Context: an optimization exercise on an open-source flow, tuned for a short achievable clock period, few clock cycles per item and low power. The choices shown serve that exercise and are no tape-out recipe.
No functional check of the RTL was part of any run shown here.
Power figures rest on the tool's default switching activity, not on a simulated workload.

==> flow/design.v (outline; a module is shown in full before it is edited, if it fits) <==
// module fp_round: 57 lines
// module fmul_pipe: 2162 lines
module fmul_pipe
#(
    parameter int EXP   = 8,
    parameter int FRAC  = 23,
    parameter int WIDTH = EXP + FRAC + 1
) (
    input  logic              clk,
    input  logic              rst,
    input  logic              in_valid,
    output logic              in_ready,
    input  logic [WIDTH-1:0]  a,
    input  logic [WIDTH-1:0]  b,
    input  logic [1:0]        round_mode,
    output logic              out_valid,
    input  logic              out_ready,
    output logic [WIDTH-1:0]  r,
    output logic [NFLAGS-1:0] flags
);
  // ...
==> flow/run.sh <==
#!/bin/bash
# synth_recipe.tcl (not shown) runs the flow's synth.tcl, then flattens the netlist and writes it again
# the make line also repeats each setting of config.mk as NAME=value (left out here)
make -C /OpenROAD-flow-scripts/flow DESIGN_CONFIG=/design/flow/config.mk WORK_HOME=/design/flow/orfs CLKGATE_MAP_FILE= SYNTH_SCRIPT=/design/flow/synth_recipe.tcl finish
==> flow/config.mk <==
export PLATFORM = sky130hd
export DESIGN_NAME = fmul_pipe
export DESIGN_NICKNAME = fmul_pipe
export VERILOG_FILES = /design/flow/design.v
export SDC_FILE = /design/flow/constraint.sdc
export NUM_CORES = 4
export LEC_CHECK = 0
export CAP_MARGIN = 20
export CORE_MARGIN = 2
export CORE_UTILIZATION = 40
export SLEW_MARGIN = 20
==> flow/constraint.sdc <==
create_clock -name core_clock -period 8.0 [get_ports {clk}]
set_input_delay 1.6000 -clock core_clock [delete_from_list [all_inputs] [get_ports {clk}]]
set_output_delay 1.6000 -clock core_clock [all_outputs]
set_load 0.01 [all_outputs]
==> results by group, run 1 <==
Status
  • Status: finished clean

Finish
  • Most frequent cells in the layout: fa_1 (493), inv_1 (393), and2_1 (383)
  • Multi-input gate share of total cell area: 50.41%
  • Seq area share: 33.33%
  • Largest regs: bq x180, h_q x36, p_F x27
  • Biggest register: bq

Pwr
  • Leak pwr: 17.82 nW
  • Net load switching power: 0.007169 W
  • Switching Share: 42.07%

Yosys
  • Compound-Gate Fraction of Synth Area: 8.982%
  • Most numerous cell in the Yosys netlist: fa_1
  • Synth Cell Area: 0.03821 mm2
  • Synth Flop Type: dfxtp_1
  • EDFF count, synth: 216

STA
  • Final setup fails: 0

Die
  • # Taps: 1265
  • Die width: 313.1 um
  • Starting density of the core: 40.28%

Route
  • Wire per inst: 19.93 um
  • Routed length on met1: 43810 um
  • WL met3: 5585 um
  • Routed WL: 97280 um

Min path
  • Worst hold stages: 0

Clocking
  • Hold_buf cts: 0

Setup path
  • R2r setup slk: 2430 ps
  • FF-to-FF Start: p_F[26]
  • Crit path depth: 22
  • Worst R2R End: bq[3][21]

Placed design
  • Post-Place Cells: 4757
  • PortBufs: 107

Global routing
  • GR Util met1: 28.09%
==> module fp_round, before the edit <==
module fp_round (
    input  logic        i_sign,
    input  logic        i_rne,      
    input  logic        i_dirup,    
    input  logic        i_spec,     
    input  logic        i_nan,
    input  logic        i_inf,
    input  logic [9:0]  i_e0,
    input  logic [26:0] i_p,
    input  logic        i_stl,
    output logic [31:0] o_res,
    output logic [4:0]  o_flags
);
    logic        hi;
    logic [23:0] mant;
    logic        g, rr, s, inexact, up;
    logic [24:0] mrnd;
    logic [1:0]  k;
    logic signed [9:0] e0, erf;
    logic        uf, of;
    assign hi      = i_p[26];
    assign mant    = hi ? i_p[26:3] : i_p[25:2];
    assign g       = hi ? i_p[2] : i_p[1];
    assign rr      = hi ? i_p[1] : i_p[0];
    assign s       = hi ? (i_p[0] | i_stl) : i_stl;
    assign inexact = g | rr | s;
    assign up      = i_rne ? (g & (rr | s | mant[0])) : (i_dirup & inexact);
    assign mrnd    = {1'b0, mant} + 25'(up);
    assign e0      = i_e0;
    assign erf     = e0 + 10'(hi) + 10'(mrnd[24]);
    assign uf      = hi ? (e0 < 0) : (e0 <= 0);
    assign of      = (erf >= 10'sd255);
    always_comb begin
        o_flags = 5'd0;
        if (i_spec) begin
            if (i_nan) begin
                o_res = 32'h7FC00000;
                o_flags[FLAG_NV] = 1'b1;
            end else if (i_inf) begin
                o_res = {i_sign, 8'hFF, 23'd0};
            end else begin
                o_res = {i_sign, 31'd0};
            end
        end else if (uf) begin
            o_res = {i_sign, 31'd0};
            o_flags[FLAG_UF] = 1'b1;
            o_flags[FLAG_NX] = 1'b1;
        end else if (of) begin
            o_res = (i_rne | i_dirup) ? {i_sign, 8'hFF, 23'd0} : {i_sign, 8'hFE, 23'h7FFFFF};
            o_flags[FLAG_OF] = 1'b1;
            o_flags[FLAG_NX] = 1'b1;
        end else begin
            o_res = {i_sign, erf[7:0], mrnd[22:0]};
            o_flags[FLAG_NX] = inexact;
        end
    end
endmodule
==> run 2: changes to the inputs <==
--- a/flow/design.v
+++ b/flow/design.v
@@ -22,41 +22,70 @@
 import fp_pkg::*;
 module fp_round (
     input  logic        i_sign,
     input  logic        i_rne,      
     input  logic        i_dirup,    
     input  logic        i_spec,     
     input  logic        i_nan,
     input  logic        i_inf,
-    input  logic [9:0]  i_e0,
+    input  logic [7:0]  i_ex0,
+    input  logic [7:0]  i_ex1,
+    input  logic [7:0]  i_ex2,
+    input  logic        i_uf0,
+    input  logic        i_uf1,
+    input  logic        i_of0,
+    input  logic        i_of1,
+    input  logic        i_of2,
     input  logic [26:0] i_p,
     input  logic        i_stl,
     output logic [31:0] o_res,
     output logic [4:0]  o_flags
 );
     logic        hi;
-    logic [23:0] mant;
-    logic        g, rr, s, inexact, up;
-    logic [24:0] mrnd;
-    logic [1:0]  k;
-    logic signed [9:0] e0, erf;
-    logic        uf, of;
-    assign hi      = i_p[26];
-    assign mant    = hi ? i_p[26:3] : i_p[25:2];
-    assign g       = hi ? i_p[2] : i_p[1];
-    assign rr      = hi ? i_p[1] : i_p[0];
-    assign s       = hi ? (i_p[0] | i_stl) : i_stl;
-    assign inexact = g | rr | s;
-    assign up      = i_rne ? (g & (rr | s | mant[0])) : (i_dirup & inexact);
-    assign mrnd    = {1'b0, mant} + 25'(up);
-    assign e0      = i_e0;
-    assign erf     = e0 + 10'(hi) + 10'(mrnd[24]);
-    assign uf      = hi ? (e0 < 0) : (e0 <= 0);
-    assign of      = (erf >= 10'sd255);
+    logic [22:0] m1, m0, inc1, inc0, mr1, mr0;
+    logic        g1, r1, s1, g0, r0, s0, nx1, nx0, up1, up0, all1, all0, cy1, cy0;
+    assign hi  = i_p[26];
+    assign m1  = i_p[25:3];
+    assign g1  = i_p[2];
+    assign r1  = i_p[1];
+    assign s1  = i_p[0] | i_stl;
+    assign m0  = i_p[24:2];
+    assign g0  = i_p[1];
+    assign r0  = i_p[0];
+    assign s0  = i_stl;
+    assign nx1 = g1 | r1 | s1;
+    assign nx0 = g0 | r0 | s0;
+    assign up1 = i_rne ? (g1 & (r1 | s1 | m1[0])) : (i_dirup & nx1);
+    assign up0 = i_rne ? (g0 & (r0 | s0 | m0[0])) : (i_dirup & nx0);
+    always_comb begin
+        for (int k = 0; k < 23; k++) begin
+            inc1[k] = m1[k] ^ (&(m1 | ~((23'd1 << k) - 23'd1)));
+            inc0[k] = m0[k] ^ (&(m0 | ~((23'd1 << k) - 23'd1)));
+        end
+    end
+    assign all1 = &m1;
+    assign all0 = &m0;
+    assign cy1  = up1 & all1;
+    assign cy0  = up0 & all0;
+    assign mr1  = up1 ? inc1 : m1;
+    assign mr0  = up0 ? inc0 : m0;
+    logic        nx, uf, of;
+    logic [7:0]  ex;
+    logic [22:0] fr;
+    assign nx = hi ? nx1 : nx0;
+    assign fr = hi ? mr1 : mr0;
+    assign uf = hi ? i_uf1 : i_uf0;
+    always_comb begin
+        case ({hi, hi ? cy1 : cy0})
+            2'b00:   begin ex = i_ex0; of = i_of0; end
+            2'b11:   begin ex = i_ex2; of = i_of2; end
+            default: begin ex = i_ex1; of = i_of1; end
+        endcase
+    end
     always_comb begin
         o_flags = 5'd0;
         if (i_spec) begin
             if (i_nan) begin
                 o_res = 32'h7FC00000;
                 o_flags[FLAG_NV] = 1'b1;
             end else if (i_inf) begin
                 o_res = {i_sign, 8'hFF, 23'd0};
@@ -67,18 +96,18 @@
             o_res = {i_sign, 31'd0};
             o_flags[FLAG_UF] = 1'b1;
             o_flags[FLAG_NX] = 1'b1;
         end else if (of) begin
             o_res = (i_rne | i_dirup) ? {i_sign, 8'hFF, 23'd0} : {i_sign, 8'hFE, 23'h7FFFFF};
             o_flags[FLAG_OF] = 1'b1;
             o_flags[FLAG_NX] = 1'b1;
         end else begin
-            o_res = {i_sign, erf[7:0], mrnd[22:0]};
-            o_flags[FLAG_NX] = inexact;
+            o_res = {i_sign, ex, fr};
+            o_flags[FLAG_NX] = nx;
         end
     end
 endmodule
 import fp_pkg::*;
 module fmul_pipe
 #(
     parameter int EXP   = 8,
     parameter int FRAC  = 23,
@@ -2165,44 +2194,66 @@
     assign row0[45] = t1010;
     assign row1[45] = t1011;
     assign row0[46] = t1012;
     assign row1[46] = 1'b1;
     assign row0[47] = 1'b0;
     assign row1[47] = 1'b0;
     logic [47:0] prod;
     assign prod = row0 + row1;
+    logic [20:0] zx, zo;
+    assign zx = row0[20:0] ^ row1[20:0];
+    assign zo = {row0[19:0] | row1[19:0], 1'b0};
+    logic [9:0] e0p1, e0p2;
+    assign e0p1 = e0_C + 10'd1;
+    assign e0p2 = e0_C + 10'd2;
     logic v3;
     always_ff @(posedge clk or posedge rst)
         if (rst) v3 <= 1'b0;
         else v3 <= v2;
     logic sgn_F;
     always_ff @(posedge clk) sgn_F <= sgn_C;
     logic rne_F;
     always_ff @(posedge clk) rne_F <= rne_C;
     logic dirup_F;
     always_ff @(posedge clk) dirup_F <= dirup_C;
     logic spec_F;
     always_ff @(posedge clk) spec_F <= spec_C;
     logic nan_F;
     always_ff @(posedge clk) nan_F <= nan_C;
     logic inf_F;
     always_ff @(posedge clk) inf_F <= inf_C;
-    logic [9:0] e0_F;
-    always_ff @(posedge clk) e0_F <= e0_C;
+    logic [7:0] ex0_F;
+    always_ff @(posedge clk) ex0_F <= e0_C[7:0];
+    logic [7:0] ex1_F;
+    always_ff @(posedge clk) ex1_F <= e0p1[7:0];
+    logic [7:0] ex2_F;
+    always_ff @(posedge clk) ex2_F <= e0p2[7:0];
+    logic uf0_F;
+    always_ff @(posedge clk) uf0_F <= $signed(e0_C) <= 0;
+    logic uf1_F;
+    always_ff @(posedge clk) uf1_F <= $signed(e0_C) < 0;
+    logic of0_F;
+    always_ff @(posedge clk) of0_F <= $signed(e0_C) >= 255;
+    logic of1_F;
+    always_ff @(posedge clk) of1_F <= $signed(e0_C) >= 254;
+    logic of2_F;
+    always_ff @(posedge clk) of2_F <= $signed(e0_C) >= 253;
     logic [26:0] p_F;
     always_ff @(posedge clk) p_F <= prod[47:21];
     logic stl_F;
-    always_ff @(posedge clk) stl_F <= |prod[20:0];
+    always_ff @(posedge clk) stl_F <= |(zx ^ zo);
     logic [31:0] x_r;
     logic [4:0]  x_f;
     fp_round u_round (
         .i_sign(sgn_F), .i_rne(rne_F), .i_dirup(dirup_F),
         .i_spec(spec_F), .i_nan(nan_F), .i_inf(inf_F),
-        .i_e0(e0_F), .i_p(p_F), .i_stl(stl_F),
+        .i_ex0(ex0_F), .i_ex1(ex1_F), .i_ex2(ex2_F),
+        .i_uf0(uf0_F), .i_uf1(uf1_F), .i_of0(of0_F), .i_of1(of1_F), .i_of2(of2_F),
+        .i_p(p_F), .i_stl(stl_F),
         .o_res(x_r), .o_flags(x_f));
     localparam int NB = 5;
     localparam int K  = NB + 1;
     logic        hv;
     logic [36:0] h_q;
     logic [36:0] bq [NB];
     logic [2:0]  bcnt, rp, wp, cnt;
     logic        pop, push, hfree, bemp, bwr, brd;
==> results by group, run 2 <==
Status
  • Status: finished clean (unchanged)

Finish
  • Syn-to-layout area delta: 12.28% (was 12.66%)
  • Layout cells sized above 1: 6.178% (was 6.831%)
  • Largest regs: bq x180, h_q x36, p_F x27 (unchanged)
  • Biggest register: bq (unchanged)
  • Register Area: 0.01471 mm2 (was 0.01435 mm2)
  • Util after Layout: 45.41% (was 45.37%)
  • Final cell count without fillers: 4985 (was 4881)
  • Commonest non-fill, non-tap cell in the layout: fa_1 (unchanged)
  • Fill count: 9040 (was 8820)
  • Number of flip-flops in the largest register: 180 (unchanged)
  • Final #Nets: 4352 (was 4234)
  • Footprint of the multi-input gates: 0.02202 mm2 (was 0.02170 mm2)
  • Most frequent cells in the layout: fa_1 (491), inv_1 (471), and2_1 (386) (was fa_1 (493), inv_1 (393), and2_1 (383))

Global routing
  • Vias in the first global route: 26.75k (was 26.57k)
  • Wire length of the first global-routing pass: 153700 um (was 154600 um)
  • Antenna violations before repair: 3 (was 1)
  • Tot GR Track Use: 19.87% (was 20.36%)
  • Pin count of the biggest net entering global routing: 57 (was 51)
  • GR Overflow Total: 0 (unchanged)

Setup path
  • Worst endpoint required time: 8580 ps (was 8340 ps)
  • R2r setup slk: 3610 ps (was 2430 ps)
  • Critical Path AT: 4970 ps (was 5910 ps)
  • Crit path capture type: register (unchanged)
  • Critical path endpoint: p_F[25] (was bq[3][21])
  • Worst setup path startpoint: qC_18_0 (was p_F[26])
  • Crit path kind: reg2reg (unchanged)
  • FF-to-FF Start: qC_18_0 (was p_F[26])
  • CP Max Fanout: 6 (was 49)
  • Worst Reg-to-Reg Cells: 11 (was 22)
  • Worst R2R End: p_F[25] (was bq[3][21])
  • Critical Path Source Type: register (unchanged)

Yosys
  • Syn Inst Count: 3598 (was 3503)
  • Synth Cell Area: 0.03917 mm2 (was 0.03821 mm2)
  • Yosys warning count: 3 (unchanged)
  • Yosys reg bits: 622 (was 604)
  • EDFF count, synth: 216 (unchanged)
  • Post-synthesis cell type count: 79 (was 85)
  • Most frequent cells after synthesis: fa_1 (491), inv_1 (471), dfxtp_1 (388) (was fa_1 (493), inv_1 (393), and2_1 (383))
  • Syn nets: 4298 (was 4174)
  • Asr flop ratio synth: 2.894% (was 2.980%)
  • Share of the yosys chip area belonging to registers: 37.54% (about the same)
  • Area leader, netlist: fa_1 (unchanged)
  • Area share of the largest cell type after synthesis: 25.09% (was 25.83%)
  • Synth Flop Type: dfxtp_1 (unchanged)
  • Most numerous cell in the Yosys netlist: fa_1 (unchanged)
  • Mean Syn Cell Area: 10.89 um2 (was 10.91 um2)
  • Synth top area cells: fa_1 (25%), dfxtp_1 (20%), edfxtp_1 (17%) (was fa_1 (26%), dfxtp_1 (19%), edfxtp_1 (17%))

Clocking
  • H-tree levels: 3 (unchanged)
  • Setup repair bufs after CTS: 0 (unchanged)
  • Clock slew at reported path FFs: 60 ps (about the same)
  • Hold_buf cts: 0 (unchanged)
  • Clk sinks: 622 (was 604)
  • Worst skew pair latency: 640 ps (was 630 ps)
  • Resize count post-CTS: 0 (unchanged)
  • Clock buffer depth: 3 (unchanged)
  • Clock buffer count from CTS: 70 (was 69)
  • CTS tree: yes (unchanged)
  • CTS Root Cell: clkbuf_16 (unchanged)

STA
  • Max-slew headroom: 25.16% (was 22.57%)
  • Setup TNS: 0 ps (unchanged)
  • Tmin final: 4393 ps (was 5567 ps)
  • Max Clock Freq: 0.2276 GHz (was 0.1796 GHz)
  • Final Hold Vio Count: 0 (unchanged)
  • Slew Limit Fails: 0 (unchanged)
  • Period utilisation layout: 54.92% (was 69.59%)
  • Final Skew: 29.27 ps (was 28.54 ps)
  • WHS: 306.1 ps (was 325.6 ps)
  • Final setup fails: 0 (unchanged)
  • RSZ-0062 raised after global routing: no (unchanged)
  • Worst-Margin Slew: 1121 ps (was 1160 ps)

Pwr
  • Peak supply drop: 0.0003413 V (was 0.0003995 V)
  • Leak pwr: 18.60 nW (was 17.82 nW)
  • Pwr Density: 415.1 mW/mm2 (was 395.9 mW/mm2)
  • Pwr Total: 0.01826 W (was 0.01704 W)

Route
  • Initial drt markers: 1617 (was 1642)
  • Vias: 25.67k (was 25.19k)
  • Vias per inst: 5.149 (was 5.160)
  • DRC: 0 (unchanged)
  • Routed WL: 97110 um (was 97280 um)
  • Wire per inst: 19.48 um (was 19.93 um)
  • Final ANT Viol Nets: 0 (unchanged)
  • Drt pass-1 iters: 5 (unchanged)

Die
  • Die footprint: 0.1005 mm2 (was 0.09801 mm2)
  • Row Count: 114 (was 113)
  • Num ports: 109 (unchanged)
  • Die height: 316.9 um (was 313.1 um)
  • Starting density of the core: 40.45% (was 40.28%)
  • CORE AREA: 0.09685 mm2 (was 0.09487 mm2)
  • Die width: 316.9 um (was 313.1 um)

Min path
  • Hold Crit Class: reg2reg (unchanged)

Placed design
  • Hpwl dp: 65280 um (was 67080 um)
  • PortBufs: 107 (unchanged)
  • Post-Place Cells: 4855 (was 4757)
  • RD Place Congestion: 0.8761 (was 0.8206)

Flow run
  • Total of max-cap violations: 0 (unchanged)
## run 2: cell count changes after synthesis, sizes merged, moves of 11 or more
cell | before | now
inv | 396 | 474
a21o | 24 | 36
a21oi | 150 | 112
nand4 | 17 | 31
a31oi | 29 | 17
a22oi | 59 | 77
ha | 108 | 139
nor2 | 162 | 127
xnor2 | 41 | 54
o21a | 12 | 23
a211oi | 44 | 32
dfxtp | 370 | 388
## run 2: worst min-delay path by stage
stage	from	endpoint	slack [ps]	depth (start not counted)
2_1_floorplan	dirup_A	dirup_B	310	0
3_3_place_gp	sgn_A	sgn_B	310	0
3_5_place_dp	e0_B[6]	e0_C[6]	310	0
4_1_cts	inf_C	inf_F	310	0
5_1_grt	inf_C	inf_F	310	0
6_report	inf_C	inf_F	310	0
## run 2: kinds of logic (layout without fill, tap and decap cells)
family          count (synthesis)  after routing  synth area share [%]
compound gates                480            480                 8.292
xor+xnor                       97             97                 2.169
fa+ha+maj                     630            630                 29.53
buf+inv                       661            770                 6.395
flops                         622            622                 37.54
mux                            76             76                 2.546
other cells                     1              3              0.009573
simple gates                 1031           1031                 13.52
## run 2: where the power goes
part | total (W) | internal, W | switching (W)
registers | 0.00510 | 0.00456 | 0.000533
clock network | 0.00325 | 0.00188 | 0.00136
logic | 0.00992 | 0.00400 | 0.00592
## run 2: metrics by stage
stage               setup WS [ps]  instance area [um2]
finish                       3607                43980
global route                 3392                43980
CTS                          3563                43970
detailed placement           3564                41620
global placement             3569                41620
floorplan                    2715                39170
## run 2: per-layer routing
layer / up-vias / track usage [%] / part of all wire (%)
met2: 799 / 31.97 / 46
li1: 11790 / - / -
met1: 12920 / 27.32 / 44
met3: 167 / 3.313 / 6.1
met5: - / 0 / 0
met4: 0 / 6.647 / 3.2
## run 2: final cells by class
cell class / instances / share of cell area, %
Sequential cell: 622 / 33.45
Multi-Input combinational cell: 2315 / 50.06
Clock buffer: 88 / 4.253
Inverter: 476 / 4.062
Timing Repair Buffer: 167 / 3.459
Antenna cell: 2 / 0.01138
Clock inverter: 39 / 1.075
Tap cell: 1276 / 3.630
## run 2: worst max-delay path: stages (launching register included)
cell,delay [ps]
dfxtp_1,320
fa_1,560
fa_1,450
ha_1,380
a211oi_1,260
o21bai_1,190
or3_1,370
a211oi_1,680
o41ai_1,220
o31a_1,400
a311oi_1,360
a221o_1,150
==> run 3: changes to the inputs <==
--- a/flow/config.mk
+++ b/flow/config.mk
@@ -5,7 +5,9 @@
 export SDC_FILE = /design/flow/constraint.sdc
 export NUM_CORES = 4
 export LEC_CHECK = 0
+export ABC_CLOCK_PERIOD_IN_PS = 3000
 export CAP_MARGIN = 20
 export CORE_MARGIN = 2
 export CORE_UTILIZATION = 40
+export SETUP_SLACK_MARGIN = 4.6
 export SLEW_MARGIN = 20
==> results by group, run 3 <==
Status
  • Status: finished clean (unchanged)

Min path
  • Worst hold stages: 0 (unchanged)
  • Hold Crit Class: reg2reg (unchanged)
  • Min-delay src: e0_B[6] (was inf_C)
  • Hold path endpoint: e0_C[6] (was inf_F)

Yosys
  • Syn Inst Count: 3598 (unchanged)
  • Mean Syn Cell Area: 10.89 um2 (unchanged)
  • Area share of the largest cell type after synthesis: 25.09% (unchanged)
  • Synth top area cells: fa_1 (25%), dfxtp_1 (20%), edfxtp_1 (17%) (unchanged)
  • Share of the yosys chip area belonging to registers: 37.54% (unchanged)
  • Synth Flop Type: dfxtp_1 (unchanged)
  • Yosys reg bits: 622 (unchanged)
  • Most numerous cell in the Yosys netlist: fa_1 (unchanged)
  • EDFF count, synth: 216 (unchanged)
  • Area leader, netlist: fa_1 (unchanged)
  • Syn nets: 4298 (unchanged)
  • Yosys warning count: 3 (unchanged)
  • Synth Cell Area: 0.03917 mm2 (unchanged)
  • Post-synthesis cell type count: 79 (unchanged)
  • Asr flop ratio synth: 2.894% (unchanged)
  • Most frequent cells after synthesis: fa_1 (491), inv_1 (471), dfxtp_1 (388) (unchanged)

Clocking
  • CTS tree: yes (unchanged)
  • H-tree levels: 3 (unchanged)
  • CTS Root Cell: clkbuf_16 (unchanged)
  • Clock slew at reported path FFs: 60 ps (about the same)
  • Worst skew pair latency: 640 ps (about the same)
  • Clock buffer count from CTS: 70 (unchanged)
  • Clock buffer depth: 3 (unchanged)
  • Hold_buf cts: 0 (unchanged)
  • Clk sinks: 622 (unchanged)

Finish
  • Post-Layout Inst Area: 0.04659 mm2 (was 0.04398 mm2)
  • Commonest non-fill, non-tap cell in the layout: fa_1 (unchanged)
  • Number of flip-flops in the largest register: 180 (unchanged)
  • Syn-to-layout area delta: 18.93% (was 12.28%)
  • Final #Nets: 4455 (was 4352)
  • Layout cells sized above 1: 14.11% (was 6.178%)
  • Most frequent cells in the layout: fa_1 (476), inv_1 (438), and2_1 (374) (was fa_1 (491), inv_1 (471), and2_1 (386))
  • Biggest register: bq (unchanged)
  • Largest regs: bq x180, h_q x36, p_F x27 (unchanged)

Setup path
  • Worst path max stage delay: 580 ps (was 680 ps)
  • Crit path capture type: register (unchanged)
  • Critical Path AT: 4160 ps (was 4970 ps)
  • Max stage delay cell, worst path: fa_2 (was a211oi_1)
  • FF-to-FF Start: qC_7_2 (was qC_18_0)
  • R2r setup slk: 4370 ps (was 3610 ps)
  • Worst endpoint required time: 8530 ps (was 8580 ps)
  • Crit path kind: reg2reg (unchanged)
  • Crit path depth: 14 (was 11)
  • CP delay by family, top: compound AO/OA/AOI/OAI gates (unchanged)
  • Critical Path Source Type: register (unchanged)
  • Worst Reg-to-Reg Cells: 14 (was 11)
  • CP Max Fanout: 4 (was 6)
  • Crit path cell chain: inv_2 -> fa_1 -> fa_2 -> inv_2 -> ha_4 -> a2111o_1 -> o21a_1 -> a211oi_4 -> buf_6 -> o41ai_4 -> o31a_1 -> buf_6 -> a311oi_2 -> nor2b_1 (was fa_1 -> fa_1 -> ha_1 -> a211oi_1 -> o21bai_1 -> or3_1 -> a211oi_1 -> o41ai_1 -> o31a_1 -> a311oi_1 -> a221o_1)
  • CP Buf/Inv Count: 4 (was 0)
  • Worst R2R End: p_F[24] (was p_F[25])

Placed design
  • Hpwl dp: 65690 um (was 65280 um)
  • Area after DPL: 0.04179 mm2 (was 0.04162 mm2)
  • PortBufs: 107 (unchanged)
  • DP Worst Slack: 3473 ps (was 3564 ps)
  • RD Place Congestion: 0.8451 (was 0.8761)

STA
  • Slew Limit Fails: 0 (unchanged)
  • Final setup fails: 0 (unchanged)
  • RSZ-0062 raised after global routing: yes (was no)
  • Final Skew: 38.36 ps (was 29.27 ps)
  • Worst-Margin Slew: 1068 ps (was 1121 ps)
  • Period utilisation layout: 45.39% (was 54.92%)
  • Max-slew headroom: 28.81% (was 25.16%)
  • Final WS setup: 4369 ps (was 3607 ps)
  • Setup TNS: 0 ps (unchanged)
  • WHS: 326.7 ps (was 306.1 ps)
  • Tmin final: 3631 ps (was 4393 ps)
  • Final Hold Vio Count: 0 (unchanged)
  • Max Clock Freq: 0.2754 GHz (was 0.2276 GHz)

Route
  • Routed WL: 101300 um (was 97110 um)
  • Vias per inst: 5.120 (was 5.149)
  • DRC: 0 (unchanged)
  • Drt pass-1 iters: 5 (unchanged)
  • Final ANT Viol Nets: 0 (unchanged)
  • Vias: 26.06k (was 25.67k)
  • Wire per inst: 19.89 um (was 19.48 um)
  • Initial drt markers: 1873 (was 1617)

Die
  • CORE AREA: 0.09685 mm2 (unchanged)
  • Die footprint: 0.1005 mm2 (unchanged)
  • Row Count: 114 (unchanged)
  • Starting density of the core: 40.45% (unchanged)
  • Die width: 316.9 um (unchanged)
  • Die height: 316.9 um (unchanged)
  • Num ports: 109 (unchanged)

Global routing
  • Vias in the first global route: 27.22k (was 26.75k)
  • Antenna violations before repair: 3 (unchanged)
  • Wire length of the first global-routing pass: 156300 um (was 153700 um)
  • Tot GR Track Use: 20.26% (was 19.87%)
  • GR Overflow Total: 0 (unchanged)
  • Pin count of the biggest net entering global routing: 56 (was 57)

Pwr
  • Pwr Density: 439.3 mW/mm2 (was 415.1 mW/mm2)
  • Leak pwr: 19.71 nW (was 18.60 nW)
  • Peak supply drop: 0.0004981 V (was 0.0003413 V)

Flow run
  • Total of max-cap violations: 0 (unchanged)
==> run 3: cell counts after synthesis <==
Identical to the previous run, type by type.
==> run 3: worst reg2reg max path: stages (launching register included) <==
cell and delay [ps]:
dfxtp_2 320, inv_2 40, fa_1 500, fa_2 580
inv_2 60, ha_4 160, a2111o_1 420, o21a_1 220
a211oi_4 250, buf_6 160, o41ai_4 80, o31a_1 350
buf_6 150, a311oi_2 180, nor2b_1 60
==> run 3: kinds of logic after synthesis <==
logic type                 after synthesis  share of synthesized area [%]
AOI/OAI and AO/OA                      480                          8.292
DFF                                    622                          37.54
buffers and inverters                  661                          6.395
muxes                                   76                          2.546
xor gates and xnor gates                97                          2.169
and+or+nand+nor                       1031                          13.52
other                                    1                       0.009573
adders and majority gates              630                          29.53
==> run 3: worst max-delay path by stage <==
stage                    from  endpoint  slack [ps]
CTS                   qC_11_1   p_F[25]        4350
floorplan           out_ready   bcnt[1]        4440
global route           qC_8_2   p_F[24]        4260
detailed placement  out_ready   bcnt[1]        3470
finish                 qC_7_2   p_F[24]        4370
global placement    out_ready   bcnt[1]        3470
==> run 3: area by class of cell <==
cell class	instances	area, um2
timing repair buffer	269	3077
antenna	2	5.005
inverter	476	1799
timing repair inverter	1	7.507
tap	1276	1597
clock inverter	37	476.7
fill	8755	50260
multi-input combinational	2315	22910
sequential	622	14800
clock buffer	92	1916
==> run 3: routing by layer <==
metal  track usage, %  up-vias  share of wire (%)
met1            27.67    13140                 44
li1                 -    11990                  -
met5                0        -              0.013
met4            6.614        2                3.1
met2            33.14      751                 46
met3            3.085      174                5.8
==> run 3: metrics by stage <==
stage,total power (W),util [%],instances
after floorplan,0.01217,-,3598
after global placement,0.01505,43.15,4859
after detailed placement,0.01515,43.15,4859
after CTS,0.01978,47.04,5045
after global routing,0.02204,48.10,5088
final,0.02047,48.10,5090
==> run 3: power breakdown <==
group	internal (W)	switching [W]	total (W)
Combinational	0.00542	0.00668	0.0121
Clock	0.00191	0.00136	0.00328
Sequential	0.00456	0.000535	0.00510
Total	0.0119	0.00858	0.0205
==> run 3: what timing repair did <==
item / 4_1_cts / 5_1_grt
pin swaps: 77 / 111
endpoints found under the hold margin: 0 / 0
setup buffers: 44 / 37
gates cloned: 13 / 6
setup endpoints to repair: 231 / 157
gates resized for setup: 175 / 172
==> run 4: changes to the inputs <==
--- a/flow/config.mk
+++ b/flow/config.mk
@@ -9,5 +9,4 @@
 export CAP_MARGIN = 20
 export CORE_MARGIN = 2
 export CORE_UTILIZATION = 40
-export SETUP_SLACK_MARGIN = 4.6
 export SLEW_MARGIN = 20
==> results by group, run 4 <==
Route
  • Vias per inst: 5.149 (was 5.120)
  • Initial drt markers: 1617 (was 1873)
  • Vias: 25.67k (was 26.06k)
  • Drt pass-1 iters: 5 (unchanged)
  • Final ANT Viol Nets: 0 (unchanged)
  • Wire per inst: 19.48 um (was 19.89 um)
  • Routed WL: 97110 um (was 101300 um)
  • DRC: 0 (unchanged)

Yosys
  • Yosys reg bits: 622 (unchanged)
  • Synth top area cells: fa_1 (25%), dfxtp_1 (20%), edfxtp_1 (17%) (unchanged)
  • EDFF count, synth: 216 (unchanged)
  • Most frequent cells after synthesis: fa_1 (491), inv_1 (471), dfxtp_1 (388) (unchanged)
  • Most numerous cell in the Yosys netlist: fa_1 (unchanged)
  • Synth Cell Area: 0.03917 mm2 (unchanged)
  • Yosys warning count: 3 (unchanged)
  • Post-synthesis cell type count: 79 (unchanged)
  • Asr flop ratio synth: 2.894% (unchanged)
  • Mean Syn Cell Area: 10.89 um2 (unchanged)
  • Synth Flop Type: dfxtp_1 (unchanged)
  • Syn Inst Count: 3598 (unchanged)
  • Share of the yosys chip area belonging to registers: 37.54% (unchanged)
  • Syn nets: 4298 (unchanged)
  • Area share of the largest cell type after synthesis: 25.09% (unchanged)
  • Area leader, netlist: fa_1 (unchanged)

Clocking
  • H-tree levels: 3 (unchanged)
  • Worst skew pair latency: 640 ps (about the same)
  • Clock buffer depth: 3 (unchanged)
  • Setup repair bufs after CTS: 0 (was 44)
  • CTS Root Cell: clkbuf_16 (unchanged)
  • Clk sinks: 622 (unchanged)
  • Clock slew at reported path FFs: 60 ps (about the same)
  • Resize count post-CTS: 0 (was 175)
  • CTS tree: yes (unchanged)
  • Clock buffer count from CTS: 70 (unchanged)
  • Hold_buf cts: 0 (unchanged)

Die
  • Row Count: 114 (unchanged)
  • Num ports: 109 (unchanged)
  • Die footprint: 0.1005 mm2 (unchanged)
  • Die width: 316.9 um (unchanged)
  • Die height: 316.9 um (unchanged)
  • Starting density of the core: 40.45% (unchanged)
  • CORE AREA: 0.09685 mm2 (unchanged)

Pwr
  • Pwr Density: 415.1 mW/mm2 (was 439.3 mW/mm2)
  • P_int: 0.01045 W (was 0.01189 W)
  • Switching Share: 42.78% (was 41.90%)
  • Reg power frac: 27.9% (was 24.9%)
  • Clk pwr share: 17.8% (was 16.0%)
  • Logic pwr share: 54.3% (was 59.1%)
  • Leak pwr: 18.60 nW (was 19.71 nW)
  • Pwr Total: 0.01826 W (was 0.02047 W)
  • Net load switching power: 0.007811 W (was 0.008576 W)
  • Peak supply drop: 0.0003413 V (was 0.0004981 V)

Setup path
  • Crit path cell chain: fa_1 -> fa_1 -> ha_1 -> a211oi_1 -> o21bai_1 -> or3_1 -> a211oi_1 -> o41ai_1 -> o31a_1 -> a311oi_1 -> a221o_1 (was inv_2 -> fa_1 -> fa_2 -> inv_2 -> ha_4 -> a2111o_1 -> o21a_1 -> a211oi_4 -> buf_6 -> o41ai_4 -> o31a_1 -> buf_6 -> a311oi_2 -> nor2b_1)
  • CP Max Fanout: 6 (was 4)
  • Worst R2R End: p_F[25] (was p_F[24])
  • Crit path kind: reg2reg (unchanged)
  • Crit path capture type: register (unchanged)
  • FF-to-FF Start: qC_18_0 (was qC_7_2)
  • Max stage delay cell, worst path: a211oi_1 (was fa_2)
  • Critical Path Source Type: register (unchanged)
  • Worst Reg-to-Reg Cells: 11 (was 14)
  • Worst endpoint required time: 8580 ps (was 8530 ps)
  • CP delay by family, top: compound AO/OA/AOI/OAI gates (unchanged)
  • CP Buf/Inv Count: 0 (was 4)
  • Worst path max stage delay: 680 ps (was 580 ps)
  • Critical Path AT: 4970 ps (was 4160 ps)
  • R2r setup slk: 3610 ps (was 4370 ps)

Finish
  • Util after Layout: 45.41% (was 48.10%)
  • Commonest non-fill, non-tap cell in the layout: fa_1 (unchanged)
  • Biggest register: bq (unchanged)
  • Number of flip-flops in the largest register: 180 (unchanged)
  • Syn-to-layout area delta: 12.28% (was 18.93%)
  • Layout cells sized above 1: 6.178% (was 14.11%)
  • Most frequent cells in the layout: fa_1 (491), inv_1 (471), and2_1 (386) (was fa_1 (476), inv_1 (438), and2_1 (374))
  • Fill count: 9040 (was 8755)
  • Final #Nets: 4352 (was 4455)
  • Post-Layout Inst Area: 0.04398 mm2 (was 0.04659 mm2)
  • Largest regs: bq x180, h_q x36, p_F x27 (unchanged)

STA
  • Setup TNS: 0 ps (unchanged)
  • Slew Limit Fails: 0 (unchanged)
  • WHS: 306.1 ps (was 326.7 ps)
  • Final Hold Vio Count: 0 (unchanged)
  • RSZ-0062 raised after global routing: no (was yes)
  • Final Skew: 29.27 ps (was 38.36 ps)
  • Worst-Margin Slew: 1121 ps (was 1068 ps)
  • Tmin final: 4393 ps (was 3631 ps)
  • Max-slew headroom: 25.16% (was 28.81%)
  • Period utilisation layout: 54.92% (was 45.39%)
  • Max Clock Freq: 0.2276 GHz (was 0.2754 GHz)
  • Final setup fails: 0 (unchanged)

Global routing
  • Tot GR Track Use: 19.87% (was 20.26%)
  • GR peak layer: met2 (unchanged)
  • Grt met3 use: 3.313% (was 3.085%)
  • Wire length of the first global-routing pass: 153700 um (was 156300 um)
  • GR Util met1: 27.32% (was 27.67%)
  • M2 GR Usage: 31.97% (was 33.14%)
  • Antenna violations before repair: 3 (unchanged)
  • Vias in the first global route: 26.75k (was 27.22k)
  • Pin count of the biggest net entering global routing: 57 (was 56)
  • GR Overflow Total: 0 (unchanged)

Min path
  • Hold path endpoint: inf_F (was e0_C[6])
  • Hold Crit Class: reg2reg (unchanged)
  • Worst hold stages: 0 (unchanged)
  • Min-delay src: inf_C (was e0_B[6])

Placed design
  • Hpwl dp: 65280 um (was 65690 um)
  • Area after DPL: 0.04162 mm2 (was 0.04179 mm2)
  • PortBufs: 107 (unchanged)
  • RD Place Congestion: 0.8761 (was 0.8451)

Status
  • Status: finished clean (unchanged)

Flow run
  • Total of max-cap violations: 0 (unchanged)
-- run 4: cell types whose count changed in the layout (fill, tap and decap cells not counted), moves of 19 or more --
cell,previous run,this run
nand2_1,304,323
inv_1,438,471
ha_1,115,139
dfxtp_4,20,0
buf_12,22,0
inv_2,34,3
buf_4,103,60
dfxtp_1,352,384
-- run 4: how the worst max path moves through the flow --
stage	startpoint	to	slack [ps]	cells after the start
final	qC_18_0	p_F[25]	3610	11
after global placement	a[23]	esum_A[9]	3570	16
after global routing	qC_18_0	p_F[25]	3390	11
after floorplan	out_ready	bq[0][0]	2720	4
after CTS	qC_18_0	p_F[25]	3560	11
after detailed placement	a[24]	esum_A[9]	3560	16
-- run 4: metrics by stage --
stage | std cells | worst slack, ps
global placement | 4855 | 3569
detailed placement | 4855 | 3564
global route | 4983 | 3392
CTS | 4982 | 3563
floorplan | 3598 | 2715
finish | 4985 | 3607
-- run 4: cells by family (layout without fill, tap and decap cells) --
| group | Yosys count | count (layout) | share of synthesized area [%] |
|---|---|---|---|
| xor+xnor | 97 | 97 | 2.169 |
| flops | 622 | 622 | 37.54 |
| buf+inv | 661 | 770 | 6.395 |
| simple gates | 1031 | 1031 | 13.52 |
| other cells | 1 | 3 | 0.009573 |
| fa+ha+maj | 630 | 630 | 29.53 |
| compound gates | 480 | 480 | 8.292 |
| mux | 76 | 76 | 2.546 |
-- run 4: area by class of cell --
| type | instances | area (um2) | share of cell area (%) |
|---|---|---|---|
| multi-input cells | 2315 | 22020 | 50.06 |
| repair buffers | 167 | 1521 | 3.459 |
| flip-flops and latches | 622 | 14710 | 33.45 |
| well taps | 1276 | 1597 | 3.630 |
| diodes | 2 | 5.005 | 0.01138 |
| clock buffers | 88 | 1871 | 4.253 |
| inverters | 476 | 1787 | 4.062 |
| clock inverters | 39 | 473.0 | 1.075 |
-- run 4: power by group through the flow --
stage                     logic (W)  registers (W)  clock network (W)
after global placement      0.00983        0.00515                  0
after floorplan             0.00693        0.00502                  0
final                       0.00992        0.00510            0.00325
after CTS                   0.00997        0.00511            0.00333
after detailed placement    0.00990        0.00517                  0
after global routing         0.0111        0.00520            0.00346
-- run 4: routing by layer --
metal	share of wire (%)	routed length [um]	up-vias
met5	0	0	-
met3	6.1	5929	167
li1	-	-	11790
met4	3.2	3075	0
met1	44	43210	12920
met2	46	44890	799

re-timing with driven ports:
The flow's constraints put no driver on any port. The routed layouts listed below were extracted and timed again, unchanged, in two steps. Step 1: set_driving_cell puts a clkbuf_16 on clk and a buf_2 on each other input, an assumption about the parent block. Step 2 adds t to the input delays and takes it off the output delays; t is the mean of the earliest and latest rising clock arrival at the registers after step 1. Input paths then give back, and output paths get back, about the clock's delay inside the block. a / b / c = no drivers / after step 1 / after step 2; a / b = the first two.
run | t, ns | slack for setup (ns) | hold slack, ns
run 1 | 0.688 | 2.433 / 2.433 / 2.433 | 0.326 / 0.326 / 0.326
run 2 | 0.700 | 3.607 / 3.607 / 3.571 | 0.306 / 0.306 / 0.306
run 3 | 0.695 | 4.369 / 4.369 / 4.243 | 0.327 / 0.327 / 0.327
run 4 | 0.700 | 3.607 / 3.607 / 3.571 | 0.306 / 0.306 / 0.306
After both steps every run listed still meets setup and hold. For run 3, which loses most, drivers alone change the setup slack by 0.000 ns; drivers and shift together by -0.126 ns.
